What follows belongs to an exercise in optimizing a design on an open flow for small area, a short achievable clock period and few clock cycles; a production flow would make more cautious choices.
RTL that was checked went through simulation tests only; none was proved equivalent to the original.

== run 1 ==
// armCpu
module armCpu (
	input  logic          clk,
	input  logic          reset,
	input  armPkg::word_t readData,
	output armPkg::word_t memAdr,
	output armPkg::word_t writeData,
	output logic          memWrite
);
	logic [31:0] pcF;         
	logic [31:0] brTarget;    
	logic        phExec;      
	logic        phLoad;      
	logic        phStore;     
	logic        phMul;       
	logic        memPh;       
	logic        condEx;      
	logic        takenR;      
	logic [3:0]  flags;       
	logic [3:0]  cond;
	logic [11:0] imm12;
	logic [3:0]  raIdx, rbIdx, wIdx;
	logic        dIsDp, dIsMul, dIsMem, dIsLoad, dIsBr;
	logic        dUseImm, dIsSub, dSetNZ, dSetCV;
	logic [1:0]  dLogicSel;
	logic [31:0] opA, opB;
	logic [31:0] adrReg;
	logic [31:0] wdReg;
	logic [3:0]  pendIdx;
	logic        pendSetNZ;
	logic [14:0][31:0] regFile;
	logic go, stallStart, fetchEn;
	assign go = phExec && condEx;
	assign stallStart = go && (dIsMem || dIsMul);
	assign fetchEn = !(phLoad || phStore || phMul);
	logic [31:0] fetchAdr, fetchAdr4, fetchAdr8;
  ...
Size: roughly 6400 cells after synthesis, about 730 flip-flops, roughly 99 I/O pins, about 58000 sq um of cells after synthesis.
Settings: LEC_CHECK=0, CAP_MARGIN=20, CORE_MARGIN=2, CORE_UTILIZATION=40, SLEW_MARGIN=20, TNS_END_PERCENT=5; clock period 15.0 ns.
standard.sh (not shown) runs the stock make flow with config.mk's settings and CLKGATE_MAP_FILE= SYNTH_SCRIPT=/design/flow/synth_recipe.tcl, a recipe that flattens the netlist after the stock synthesis.
==> flow/flow/run.sh <==
#!/bin/bash
# The standard layout, with timing repair aiming for setup slack well above zero
# at the design's clock period (the constraints themselves are unchanged), and
# plain buffers on the ports.
set -euo pipefail
bash standard.sh SETUP_SLACK_MARGIN=10 "BUFFER_PORTS_ARGS=-buffer_cell sky130_fd_sc_hd__buf_4" finish > make_finish.log 2>&1
Testbench counts of run 1, summed over its fixed seeds: cycles 16,171.
Setup changes, run 1 to run 3
--- a/flow/design.v
+++ b/flow/design.v
@@ -42,15 +42,15 @@
 	logic [15:0] one, two, neg;
 	logic [32:0] bx;
 	assign bx = {b, 1'b0};
 	genvar gi;
 	generate for (gi = 0; gi < 16; gi++) begin : g_enc
 		assign one[gi] = bx[2*gi+1] ^ bx[2*gi];
 		assign two[gi] = (bx[2*gi+2] & ~bx[2*gi+1] & ~bx[2*gi]) | (~bx[2*gi+2] & bx[2*gi+1] & bx[2*gi]);
-		assign neg[gi] = bx[2*gi+2];
+		assign neg[gi] = bx[2*gi+2] & ~(bx[2*gi+1] & bx[2*gi]);
 	end endgenerate
 	logic pp0_0;
 	assign pp0_0 = ((one[0] & a[0]) | (two[0] & 1'b0)) ^ neg[0];
 	logic pp0_1;
 	assign pp0_1 = ((one[0] & a[1]) | (two[0] & a[0])) ^ neg[0];
 	logic pp0_2;
 	assign pp0_2 = ((one[0] & a[2]) | (two[0] & a[1])) ^ neg[0];
==> comparison <==
The clock-buffer cell count number comes out lower for run 1 vs run 3. Compare run 1 and run 3 | synthesized area lower: run 3. Summary of run 3 over run 1: routed wire length went down; final worst-path setup slack now sits at about the same level; number of cells after detailed placement went down by 1098.
Only the layout flow was run in run 3; the RTL was not checked for function there.

--- another note on this design; it stands on its own ---

// armCpu
module armCpu (
	input  logic          clk,
	input  logic          reset,
	input  armPkg::word_t readData,
	output armPkg::word_t memAdr,
	output armPkg::word_t writeData,
	output logic          memWrite
);
Size in the first run: roughly 5400 cells after synthesis, ~99 I/O pins.
clock: 15.0 ns
lec_check: 0
cap_margin: 20
core_margin: 2
core_utilization: 40
cts_buf_list: sky130_fd_sc_hd__clkbuf_8
cts_cluster_size: 20
slew_margin: 20
synth_hierarchical: 1
tns_end_percent: 5
standard.sh (not shown) runs the stock make flow with config.mk's settings and CLKGATE_MAP_FILE= SYNTH_SCRIPT=/design/flow/synth_recipe.tcl, a recipe that flattens the netlist after the stock synthesis.
==> flow/flow/run.sh <==
#!/bin/bash
# The standard layout, with timing repair aiming for setup slack well above zero
# at the design's clock period (the constraints themselves are unchanged), and
# plain buffers on the ports.
set -euo pipefail
bash standard.sh SETUP_SLACK_MARGIN=11 "BUFFER_PORTS_ARGS=-buffer_cell sky130_fd_sc_hd__buf_4" finish > make_finish.log 2>&1
Testbench counts at the start, summed over its fixed seeds: cycles 16,171.
Then changed:
--- a/flow/flow/run.sh
+++ b/flow/flow/run.sh
@@ -5,2 +5,2 @@
 set -euo pipefail
-bash standard.sh SETUP_SLACK_MARGIN=11 "BUFFER_PORTS_ARGS=-buffer_cell sky130_fd_sc_hd__buf_4" finish > make_finish.log 2>&1
+bash standard.sh SETUP_SLACK_MARGIN=10 "BUFFER_PORTS_ARGS=-buffer_cell sky130_fd_sc_hd__buf_4" finish > make_finish.log 2>&1
Result: The changed run went through all stages and came out clean. Cell count goes down by 1.3%. Worst setup slack improves by 0.10 ns. Wire length drops by 0.55%. Clock-buffer cell count falls by 7. Non-clock buffer count goes down by 86. Design area is lower by 2.6%. Global-route usage is lower by 0.53 points. First-iteration DRC count falls by 2.8%. Sequential share of layout area grows by 0.86 points.
Then changed:
--- a/flow/config.mk
+++ b/flow/config.mk
@@ -13,3 +13,2 @@
 export SLEW_MARGIN = 20
-export SYNTH_HIERARCHICAL = 1
 export TNS_END_PERCENT = 5
What happened: The new run produced a clean layout; routed wire length fell by a few percent; clock-buffer cell count rose by 3; hold slack loses 0.014 ns; die area fell by a few percent; global-route usage rose by 0.41 points; register-to-register slack loses 0.15 ns; utilization fell by 0.10 points; maximum frequency fell by a few percent; worst setup slack loses 0.27 ns.

==> separate check: timing with driven ports <==
In the flow no input, the clock included, has a driving cell. The finished layouts below were timed again as built, in two steps. Step 1 sets driving cells, clkbuf_16 on the clock port and buf_2 on the other inputs (assumed; they add their load-dependent delay and slew). Step 2 times the ports against the registers' clock, not the clock port: input delays grow and output delays shrink by t, the midpoint of the rising clock arrivals with the driver on. Three values: ideal, step 1, step 2; two values: the first two.
| run | shift t [ns] | setup WS [ns] | worst setup path at the end | pins driven straight from the clock port |
|---|---|---|---|---|
| run 1 | 0.750 | 9.412 / 9.274 / 8.524 | input to register | 1 |
| run 3 | 0.771 | 9.410 / 9.233 / 8.462 | input to register | 1 |
| the first run of note 2 | 0.947 | 9.626 / 9.450 / 8.503 | input to register | 1 |
| the second run of note 2 | 0.903 | 9.731 / 9.618 / 8.714 | input to register | 1 |
| the third run of note 2 | 0.943 | 9.456 / 9.482 / 8.539 | input to register | 1 |
After both steps every run listed still meets setup and hold. The setup slack of the first run of note 2, which loses most, moves by -0.176 ns with the drivers and by -1.123 ns with both steps.
